Context: an optimization exercise on an open-source flow, tuned for small area, a short achievable clock period and few clock cycles per item. The choices shown serve that exercise and are no tape-out recipe. Function was checked by simulation only, so behaviour that the tests miss may differ from the original. No activity file was given, so power comes from the tool's default toggle rates.

File: config.mk
export PLATFORM = sky130hd
export DESIGN_NAME = decay_invariant_mass_hypotheses
export DESIGN_NICKNAME = decay_invariant_mass_hypotheses
export VERILOG_FILES = /design/flow/design.v
export SDC_FILE = /design/flow/constraint.sdc
export NUM_CORES = 4
export LEC_CHECK = 0
export CAP_MARGIN = 20
export CORE_MARGIN = 2
export CORE_UTILIZATION = 40
export PLACE_DENSITY = 0.6
export SLEW_MARGIN = 20
File: constraint.sdc
create_clock -name core_clock -period 8.0 [get_ports {clk}]
set_input_delay 1.6000 -clock core_clock [delete_from_list [all_inputs] [get_ports {clk}]]
set_output_delay 1.6000 -clock core_clock [all_outputs]
set_load 0.01 [all_outputs]
File: design.v
package dimh_pkg;
  localparam int MASS_W   = 20;
  localparam int OUT_W    = 28;
  localparam int MODE_W   = 2;
  localparam int CHARGE_W = 2;
  localparam int CFG_IDX_W = 3;
  localparam logic [OUT_W-1:0] OUT_MAX = {OUT_W{1'b1}};
  localparam logic [MODE_W-1:0] MODE_KAON     = 2'd0;
  localparam logic [MODE_W-1:0] MODE_JPSI     = 2'd1;
  localparam logic [MODE_W-1:0] MODE_PION_ONE = 2'd2;
  localparam logic [MODE_W-1:0] MODE_PION_TWO = 2'd3;
  localparam logic [CHARGE_W-1:0] CHG_NEG   = 2'd0;
  localparam logic [CHARGE_W-1:0] CHG_POS   = 2'd1;
  localparam logic [CHARGE_W-1:0] CHG_UNDEF = 2'd2;
  localparam logic [CFG_IDX_W-1:0] REG_PION_MASS   = 3'd0;
  localparam logic [CFG_IDX_W-1:0] REG_KAON_MASS   = 3'd1;
  localparam logic [CFG_IDX_W-1:0] REG_JPSI_MASS   = 3'd2;
  localparam logic [CFG_IDX_W-1:0] REG_WINDOW_LOW  = 3'd3;
  localparam logic [CFG_IDX_W-1:0] REG_WINDOW_HIGH = 3'd4;
  localparam logic [MASS_W-1:0] PION_MASS_RST   = 20'd2233;
  localparam logic [MASS_W-1:0] KAON_MASS_RST   = 20'd7899;
  localparam logic [MASS_W-1:0] JPSI_MASS_RST   = 20'd49550;
  localparam logic [MASS_W-1:0] WINDOW_LOW_RST  = 20'd83232;
  localparam logic [MASS_W-1:0] WINDOW_HIGH_RST = 20'd84000;
endpackage
module decay_invariant_mass_hypotheses
#(
  parameter int MOM_WIDTH = 28
) (
  input  logic                        clk,
  input  logic                        rst_n,
  input  logic                        cfg_we,
  input  logic [dimh_pkg::CFG_IDX_W-1:0]        cfg_index,
  input  logic [dimh_pkg::MASS_W-1:0]           cfg_wdata,
  input  logic                        in_valid,
  output logic                        in_ready,
  input  logic [dimh_pkg::MODE_W-1:0]           in_mode,
  input  logic signed [MOM_WIDTH-1:0] in_mom_x,
  input  logic signed [MOM_WIDTH-1:0] in_mom_y,
  input  logic signed [MOM_WIDTH-1:0] in_mom_z,
  input  logic [dimh_pkg::CHARGE_W-1:0]         in_charge_code,
  input  logic [dimh_pkg::MASS_W-1:0]           in_candidate_mass,
  output logic                        out_valid,
  input  logic                        out_ready,
  output logic [dimh_pkg::OUT_W-1:0]            out_mass_kaon_as_pion,
  output logic [dimh_pkg::OUT_W-1:0]            out_mass_jpsi_kaon_pion,
  output logic                        out_in_window
);
  localparam int OUT_W_L = dimh_pkg::OUT_W;
  localparam int MW   = MOM_WIDTH;
  localparam int EW   = ((MW > 21) ? MW : 21) + 3;   
  localparam int SW   = 2 * EW;                      
  localparam int AW   = SW + 2;                      
  localparam int SUMW = MW + 2;                      
  localparam int CW   = $clog2(EW);
  typedef enum logic [2:0] {
    S_IDLE, S_LOAD, S_MUL, S_SQRT_INIT, S_SQRT, S_ROUND, S_ACCUM, S_FIN
  } state_t;
  localparam state_t S_OUT_UNUSED = S_IDLE;
  typedef enum logic {S_WAIT_OUT_NO, S_WAIT_OUT_YES} out_wait_t;
  state_t state_r, state_nxt;
  out_wait_t hold_r, hold_nxt;
  logic [dimh_pkg::MASS_W-1:0] pion_mass_r, kaon_mass_r, jpsi_mass_r, win_low_r, win_high_r;
  logic [dimh_pkg::CHARGE_W-1:0] kaon_chg_r, kaon_chg_nxt, pion1_chg_r, pion1_chg_nxt;
  logic signed [MW-1:0] trk_x_r [4];
  logic signed [MW-1:0] trk_y_r [4];
  logic signed [MW-1:0] trk_z_r [4];
  logic pass_r, pass_nxt, mph_r, mph_nxt, win_r, win_nxt;
  logic [1:0] cnt_r, cnt_nxt, sq_r, sq_nxt;
  logic [AW-1:0] acc_r, acc_nxt, md_r, md_nxt;
  logic [EW-1:0] mq_r, mq_nxt, root_r, root_nxt, se_r, se_nxt;
  logic [SW-1:0] rad_r, rad_nxt;
  logic [CW-1:0] scnt_r, scnt_nxt;
  logic signed [SUMW-1:0] sx_r, sx_nxt, sy_r, sy_nxt, sz_r, sz_nxt;
  logic [dimh_pkg::OUT_W-1:0] m1_r, m1_nxt, m2_r, m2_nxt;
  logic out_valid_r, out_valid_nxt, out_win_r, out_win_nxt;
  logic [dimh_pkg::OUT_W-1:0] out_m1_r, out_m1_nxt, out_m2_r, out_m2_nxt;
  logic in_accept;
  logic [dimh_pkg::MODE_W-1:0] cur_slot, pion_sel;
  logic has_pion, last_trk;
  logic [dimh_pkg::MASS_W-1:0] cur_mass;
  logic signed [MW-1:0] trk_c;
  logic signed [SUMW-1:0] sum_c;
  logic [MW-1:0] trk_mag;
  logic [SUMW-1:0] sum_mag;
  logic [EW-1:0] opnd;
  logic [AW-1:0] alu_a, alu_b, alu_sum, remx, trial;
  logic alu_sub, sat;
  logic [dimh_pkg::OUT_W-1:0] mass_val;
  assign in_ready  = (state_r == S_IDLE) && (hold_r == S_WAIT_OUT_NO);
  assign in_accept = in_valid && in_ready;
  assign out_valid               = out_valid_r;
  assign out_mass_kaon_as_pion   = out_m1_r;
  assign out_mass_jpsi_kaon_pion = out_m2_r;
  assign out_in_window           = out_win_r;
  always_comb begin
    has_pion = (kaon_chg_r == dimh_pkg::CHG_POS) || (kaon_chg_r == dimh_pkg::CHG_NEG);
    if (kaon_chg_r == dimh_pkg::CHG_POS) begin
      pion_sel = (pion1_chg_r == dimh_pkg::CHG_NEG) ? dimh_pkg::MODE_PION_ONE : dimh_pkg::MODE_PION_TWO;
    end else begin
      pion_sel = (pion1_chg_r == dimh_pkg::CHG_POS) ? dimh_pkg::MODE_PION_ONE : dimh_pkg::MODE_PION_TWO;
    end
  end
  always_comb begin
    case (cnt_r)
      2'd0:    cur_slot = dimh_pkg::MODE_JPSI;
      2'd1:    cur_slot = dimh_pkg::MODE_KAON;
      2'd2:    cur_slot = pass_r ? pion_sel : dimh_pkg::MODE_PION_ONE;
      default: cur_slot = dimh_pkg::MODE_PION_TWO;
    endcase
    if (pass_r) begin
      last_trk = (cnt_r == (has_pion ? 2'd2 : 2'd1));
    end else begin
      last_trk = (cnt_r == 2'd3);
    end
    if (cur_slot == dimh_pkg::MODE_JPSI) begin
      cur_mass = jpsi_mass_r;
    end else if (cur_slot == dimh_pkg::MODE_KAON && pass_r) begin
      cur_mass = kaon_mass_r;
    end else begin
      cur_mass = pion_mass_r;
    end
  end
  always_comb begin
    case (sq_r)
      2'd1: begin
        trk_c = trk_x_r[cur_slot];
        sum_c = sx_r;
      end
      2'd2: begin
        trk_c = trk_y_r[cur_slot];
        sum_c = sy_r;
      end
      default: begin
        trk_c = trk_z_r[cur_slot];
        sum_c = sz_r;
      end
    endcase
    trk_mag = trk_c[MW-1] ? MW'(-trk_c) : MW'(trk_c);
    sum_mag = sum_c[SUMW-1] ? SUMW'(-sum_c) : SUMW'(sum_c);
    if (sq_r == 2'd0) begin
      opnd = mph_r ? se_r : EW'(cur_mass);
    end else begin
      opnd = mph_r ? EW'(sum_mag) : EW'(trk_mag);
    end
  end
  assign remx  = {acc_r[SW-1:0], rad_r[SW-1:SW-2]};
  assign trial = AW'({root_r, 2'b01});
  assign alu_sum = alu_a + (alu_sub ? ~alu_b : alu_b) + AW'(alu_sub);
  always_comb begin
    sat      = (EW > dimh_pkg::OUT_W) && ((root_r >> dimh_pkg::OUT_W) != '0);
    mass_val = sat ? dimh_pkg::OUT_MAX : OUT_W_L'(root_r);
  end
  always_comb begin
    state_nxt     = state_r;
    hold_nxt      = hold_r;
    kaon_chg_nxt  = kaon_chg_r;
    pion1_chg_nxt = pion1_chg_r;
    pass_nxt      = pass_r;
    mph_nxt       = mph_r;
    win_nxt       = win_r;
    cnt_nxt       = cnt_r;
    sq_nxt        = sq_r;
    acc_nxt       = acc_r;
    md_nxt        = md_r;
    mq_nxt        = mq_r;
    root_nxt      = root_r;
    se_nxt        = se_r;
    rad_nxt       = rad_r;
    scnt_nxt      = scnt_r;
    sx_nxt        = sx_r;
    sy_nxt        = sy_r;
    sz_nxt        = sz_r;
    m1_nxt        = m1_r;
    m2_nxt        = m2_r;
    out_valid_nxt = out_valid_r;
    out_win_nxt   = out_win_r;
    out_m1_nxt    = out_m1_r;
    out_m2_nxt    = out_m2_r;
    alu_a         = acc_r;
    alu_b         = md_r;
    alu_sub       = 1'b0;
    if (out_valid_r && out_ready) begin
      out_valid_nxt = 1'b0;
    end
    if (hold_r == S_WAIT_OUT_YES && (!out_valid_r || out_ready)) begin
      out_valid_nxt = 1'b1;
      out_m1_nxt    = m1_r;
      out_m2_nxt    = m2_r;
      out_win_nxt   = win_r;
      hold_nxt      = S_WAIT_OUT_NO;
    end
    case (state_r)
      S_IDLE: begin
        if (in_accept) begin
          if (in_mode == dimh_pkg::MODE_KAON) begin
            kaon_chg_nxt = in_charge_code;
          end
          if (in_mode == dimh_pkg::MODE_PION_ONE) begin
            pion1_chg_nxt = in_charge_code;
          end
          if (in_mode == dimh_pkg::MODE_PION_TWO) begin
            pass_nxt  = 1'b0;
            mph_nxt   = 1'b0;
            cnt_nxt   = '0;
            sq_nxt    = '0;
            acc_nxt   = '0;
            se_nxt    = '0;
            sx_nxt    = '0;
            sy_nxt    = '0;
            sz_nxt    = '0;
            win_nxt   = (in_candidate_mass > win_low_r) && (in_candidate_mass < win_high_r);
            state_nxt = S_LOAD;
          end
        end
      end
      S_LOAD: begin
        md_nxt    = AW'(opnd);
        mq_nxt    = opnd;
        state_nxt = S_MUL;
      end
      S_MUL: begin
        alu_sub = mph_r && (sq_r != 2'd0);
        if (mq_r == '0) begin
          if (sq_r == 2'd3) begin
            if (mph_r && (acc_r[AW-1] || acc_r == '0)) begin
              root_nxt  = '0;
              state_nxt = S_FIN;
            end else begin
              state_nxt = S_SQRT_INIT;
            end
          end else begin
            sq_nxt    = sq_r + 2'd1;
            state_nxt = S_LOAD;
          end
        end else begin
          if (mq_r[0]) begin
            acc_nxt = alu_sum;
          end
          md_nxt = {md_r[AW-2:0], 1'b0};
          mq_nxt = {1'b0, mq_r[EW-1:1]};
        end
      end
      S_SQRT_INIT: begin
        rad_nxt   = acc_r[SW-1:0];
        acc_nxt   = '0;
        root_nxt  = '0;
        scnt_nxt  = CW'(EW - 1);
        state_nxt = S_SQRT;
      end
      S_SQRT: begin
        alu_a   = remx;
        alu_b   = trial;
        alu_sub = 1'b1;
        if (!alu_sum[AW-1]) begin
          acc_nxt  = alu_sum;
          root_nxt = {root_r[EW-2:0], 1'b1};
        end else begin
          acc_nxt  = remx;
          root_nxt = {root_r[EW-2:0], 1'b0};
        end
        rad_nxt = {rad_r[SW-3:0], 2'b00};
        if (scnt_r == '0) begin
          state_nxt = S_ROUND;
        end else begin
          scnt_nxt = scnt_r - CW'(1);
        end
      end
      S_ROUND: begin
        alu_a   = AW'(root_r);
        alu_b   = acc_r;
        alu_sub = 1'b1;
        if (alu_sum[AW-1]) begin
          root_nxt = root_r + EW'(1);
        end
        state_nxt = mph_r ? S_FIN : S_ACCUM;
      end
      S_ACCUM: begin
        se_nxt  = se_r + root_r;
        sx_nxt  = sx_r + SUMW'(trk_x_r[cur_slot]);
        sy_nxt  = sy_r + SUMW'(trk_y_r[cur_slot]);
        sz_nxt  = sz_r + SUMW'(trk_z_r[cur_slot]);
        acc_nxt = '0;
        sq_nxt  = '0;
        if (last_trk) begin
          mph_nxt = 1'b1;
        end else begin
          cnt_nxt = cnt_r + 2'd1;
        end
        state_nxt = S_LOAD;
      end
      S_FIN: begin
        if (!pass_r) begin
          m1_nxt = mass_val;
          if (win_r) begin
            pass_nxt  = 1'b1;
            mph_nxt   = 1'b0;
            cnt_nxt   = '0;
            sq_nxt    = '0;
            acc_nxt   = '0;
            se_nxt    = '0;
            sx_nxt    = '0;
            sy_nxt    = '0;
            sz_nxt    = '0;
            state_nxt = S_LOAD;
          end else begin
            m2_nxt    = '0;
            hold_nxt  = S_WAIT_OUT_YES;
            state_nxt = S_OUT_UNUSED;
          end
        end else begin
          m2_nxt    = mass_val;
          hold_nxt  = S_WAIT_OUT_YES;
          state_nxt = S_IDLE;
        end
      end
      default: state_nxt = S_IDLE;
    endcase
  end
  always_ff @(posedge clk) begin
    if (in_accept) begin
      trk_x_r[in_mode] <= in_mom_x;
      trk_y_r[in_mode] <= in_mom_y;
      trk_z_r[in_mode] <= in_mom_z;
    end
  end
  always_ff @(posedge clk) begin
    if (!rst_n) begin
      state_r     <= S_IDLE;
      hold_r      <= S_WAIT_OUT_NO;
      out_valid_r <= 1'b0;
      kaon_chg_r  <= dimh_pkg::CHG_UNDEF;
      pion1_chg_r <= dimh_pkg::CHG_UNDEF;
      pion_mass_r <= dimh_pkg::PION_MASS_RST;
      kaon_mass_r <= dimh_pkg::KAON_MASS_RST;
      jpsi_mass_r <= dimh_pkg::JPSI_MASS_RST;
      win_low_r   <= dimh_pkg::WINDOW_LOW_RST;
      win_high_r  <= dimh_pkg::WINDOW_HIGH_RST;
    end else begin
      state_r     <= state_nxt;
      hold_r      <= hold_nxt;
      out_valid_r <= out_valid_nxt;
      kaon_chg_r  <= kaon_chg_nxt;
      pion1_chg_r <= pion1_chg_nxt;
      if (cfg_we) begin
        case (cfg_index)
          dimh_pkg::REG_PION_MASS:   pion_mass_r <= cfg_wdata;
          dimh_pkg::REG_KAON_MASS:   kaon_mass_r <= cfg_wdata;
          dimh_pkg::REG_JPSI_MASS:   jpsi_mass_r <= cfg_wdata;
          dimh_pkg::REG_WINDOW_LOW:  win_low_r   <= cfg_wdata;
          dimh_pkg::REG_WINDOW_HIGH: win_high_r  <= cfg_wdata;
          default: ;
        endcase
      end
    end
    pass_r   <= pass_nxt;
    mph_r    <= mph_nxt;
    win_r    <= win_nxt;
    cnt_r    <= cnt_nxt;
    sq_r     <= sq_nxt;
    acc_r    <= acc_nxt;
    md_r     <= md_nxt;
    mq_r     <= mq_nxt;
    root_r   <= root_nxt;
    se_r     <= se_nxt;
    rad_r    <= rad_nxt;
    scnt_r   <= scnt_nxt;
    sx_r     <= sx_nxt;
    sy_r     <= sy_nxt;
    sz_r     <= sz_nxt;
    m1_r     <= m1_nxt;
    m2_r     <= m2_nxt;
    out_win_r <= out_win_nxt;
    out_m1_r <= out_m1_nxt;
    out_m2_r <= out_m2_nxt;
  end
endmodule
File: run.sh
#!/bin/bash
# synth_recipe.tcl (not shown) runs the flow's synth.tcl, then flattens the netlist and writes it again
# the make line also repeats each setting of config.mk as NAME=value (left out here)
make -C /OpenROAD-flow-scripts/flow DESIGN_CONFIG=/design/flow/config.mk WORK_HOME=/design/flow/orfs CLKGATE_MAP_FILE= SYNTH_SCRIPT=/design/flow/synth_recipe.tcl finish
==> impl_metrics.tcl <==
set metrics [dict create \
    clock_sinks 943 \
    hold_end "out_m2_r[26]" \
    die_area_um2 135700 \
    via_per_inst 5.676 \
    htree_levels 3 \
    hold_depth 0 \
    synthTopCellsByArea "edfxtp_1, nand2_1, ha_1, dfxtp_1, a21oi_1" \
    hold_start "m2_r[26]" \
    die_h_um 368.3 \
    clk_latency_ps 740 \
    leakage_nw 21.74 \
    ys_types 94 \
    cts_setup_buffers 0 \
    synth_seq_cells 943 \
    drive_gt1_frac 0.06276 \
    r2r_slack_ps 1850 \
    yosys.cell_count.top_type "edfxtp_1" \
    cts_resized 0 \
    synth-edff-count 834 \
    drt_iter0_markers 3694 \
    slew_violations 0 \
    r2r_end "acc_r[37]" \
    setup.worst_path.start_class "flop" \
    rsz0062_at_grt "false" \
    clk_path_buf_depth 3 \
    yosys.area.top_type_share 0.4717 \
    grt_max_degree 129 \
    die-width_um 368.3 \
    core_um2 131600 \
    cts_buffers 106 \
    post-route-min-period_ps 6147 \
    maxCapViolations 0 \
    crit_fanout 34 \
    path_class "flop to flop" \
    hold_viol 0 \
    ir_worst_vdd_uv 178.3 \
    cts-root-buf "clkbuf_16" \
    p_per_area_nw_per_um2 193.5 \
    syn_nets 5531 \
    clkTransAtPathRegs_ps 60 \
    finalClockSkew_ps 38.78 \
    arrival_ps 6690 \
    fillers 12270 \
    num_io_pins 195 \
    rows 133 \
    avgSynthCellArea_um2 10.29 \
    startpoint "state_r[1]" \
    cts_tree "yes" \
    grt_pass1_vias 38610 \
    start_util 0.4034 \
    worst_slew_pin_slew_ps 1171 \
    worstSetupEndpointType "flop" \
    antenna_found_initial 2 \
    yosys_warnings 1 \
    yosysTopAreaCell "edfxtp_1" \
    track_usage 0.2229 \
    synth_area_um2 53090 \
    finalWirelength_mm 154.3 \
    dr.pass1.iters 5 \
    cp_data_required_time_ps 8540 \
    setup-violations-final 0 \
    syn2layout_area_growth_pct 13.42 \
    synth-async-reset-ratio 0 \
    r2r_cells 18 \
    ys.flop_type "edfxtp_1" \
    crit-reg2reg-launch "state_r[1]" \
    preCtsSetupSlack_ps 1876 \
    synthCells 5160 \
    drc 0 \
    multi_input_area_um2 24390 \
    ant_nets 0 \
    regArea_um2 27230 \
    fin_crit_sh 0.7684 \
    dpl.hpwl_mm 108.8 \
    max_freq_mhz 162.7 \
    grt_pass1_wl_mm 236.1 \
    gp_congestion 0.9455 \
    slew_headroom 0.2149 \
    globalRouteOverflowTotal 0 \
    wl_per_cell_um 21.80 \
    nNetsFinal 5608 \
    final.setup.worst_slack_ps 1853 \
    status "finished clean" \
    yosys-top-cells-count "edfxtp_1, nand2_1, a21oi_1" \
    num_vias 40170 \
    yosysSeqAreaShare 0.5128 \
    total_power_mw 11.65 \
    worst_hold_path_type "flop to flop" \
    final_core_util 0.4575 \
    io_buffers 194 \
    postCtsHoldBufs 0 \
]
-- final cells by class --
class,instances,area share
well taps,1755,0.03646
clock buffers,137,0.04781
multi-input cells,3780,0.4051
flip-flops and latches,943,0.4522
clock inverters,56,0.008062
diodes,1,0.00004155
inverters,142,0.008872
repair buffers,264,0.04151
-- power breakdown --
group | switching, mW | internal (mW)
Clock | 2.10 | 2.68
Combinational | 0.795 | 0.507
Sequential | 0.0861 | 5.48
-- stage by stage --
stage / instances / hold WS [ps] / area, µm² / TNS [ps]
floorplan: 5160 / 400.3 / 53110 / -30520
global placement: 6884 / 402.8 / 56850 / 0
detailed placement: 6884 / 404.5 / 56850 / 0
CTS: 7077 / 417.9 / 60220 / 0
global route: 7077 / 421.6 / 60220 / 0
finish: 7078 / 416.6 / 60220 / 0
-- placed cells by master, fill, tap and decap left out, types with 18 or more instances in the layout --
cell type / n
a211oi_1: 44
nor2_1: 331
a21o_1: 96
a22oi_1: 28
a32oi_1: 18
nand4_1: 47
xnor2_1: 177
dfxtp_1: 108
mux2i_1: 166
nand2_1: 777
nand3b_1: 33
ha_1: 228
a31oi_1: 27
clkdlybuf4s50_1: 193
xor2_1: 80
o21ai_0: 272
inv_1: 141
nand3_1: 120
nor3_1: 85
nor4_1: 54
and2_1: 101
a21oi_1: 337
clkbuf_16: 108
o21bai_1: 32
and3_1: 58
nand2b_1: 61
or3_1: 29
clkbuf_1: 21
o21a_1: 47
edfxtp_1: 834
a21boi_0: 80
a22o_1: 19
o22ai_1: 39
o211ai_1: 45
o31ai_1: 26
buf_4: 67
nor2b_1: 30
a221o_1: 18
-- sequential cells by signal, indices dropped and copies added, names as in the netlist, 28 cells and up --
signal and count:
rad_r 62, sy_r 30, md_r 64, trk_x_r 112, out_m1_r 28, root_r 31, trk_y_r 112, acc_r 64
sx_r 30, out_m2_r 28, m1_r 28, sz_r 30, trk_z_r 112, mq_r 31, m2_r 28, se_r 31
-- logic make-up after synthesis --
kind of cell,Yosys count,share of synthesized area
DFF,943,0.5128
adders and majority gates,235,0.05609
xor gates and xnor gates,257,0.04239
and+or+nand+nor,1807,0.1588
AOI/OAI and AO/OA,1290,0.1587
buffers and inverters,437,0.03186
muxes,191,0.03935
-- metal layers --
layer | GRT usage | wire length, µm | vias to the layer above
li1 | - | - | 19180
met1 | 0.3063 | 69070 | 19560
met2 | 0.3672 | 72730 | 1212
met3 | 0.03493 | 9142 | 222
met4 | 0.05518 | 3362 | 2
met5 | 0 | 15 | -
-- worst max-delay path by stage --
| stage | endpoint | depth (start not counted) |
|---|---|---|
| finish | acc_r[37] | 18 |
| global placement | acc_r[38] | 18 |
| CTS | acc_r[37] | 18 |
| global route | acc_r[31] | 18 |
| floorplan | cnt_r[0] | 3 |
| detailed placement | acc_r[37] | 18 |
-- worst max-delay path, cell delays in order (launching register included) --
cell and delay [ps]:
dfxtp_1 640, or3b_2 540, o21ai_4 420, buf_4 590, xnor2_1 160, ha_1 490
nand3_1 150, nor4_1 590, nand3_1 150, a211oi_1 290, o21ai_0 140, nand2_1 130
a21oi_1 120, xor2_1 160, buf_4 200, nor2_4 630, buf_12 280, nand2_1 70
o21ai_0 90
Testbench counts, summed over its fixed seeds: cycles 2,228,214, items 3,200.

[re-timing with driven ports]
How much do the figures lean on ideal ports? The routed layout below was timed once more, with nothing changed but the port constraints.
Step 1 assumes that a clkbuf_16 drives the clock port and a buf_2 every other input.
Step 2 also shifts input and output timing later by t, the mid clock arrival at the registers, as if the neighbouring blocks saw the same clock.
Three values: ideal, step 1, step 2; two values: the first two.
t (ns): 0.799
setup WS [ns]: 1.853 / 1.853 / 1.853
worst hold slack (ns): 0.417 / 0.417 / 0.417
cell pins on the clock port's net: 1
After both steps setup and hold are still met in this run. For this run, drivers alone change the setup slack by 0.000 ns; drivers and shift together by 0.000 ns.
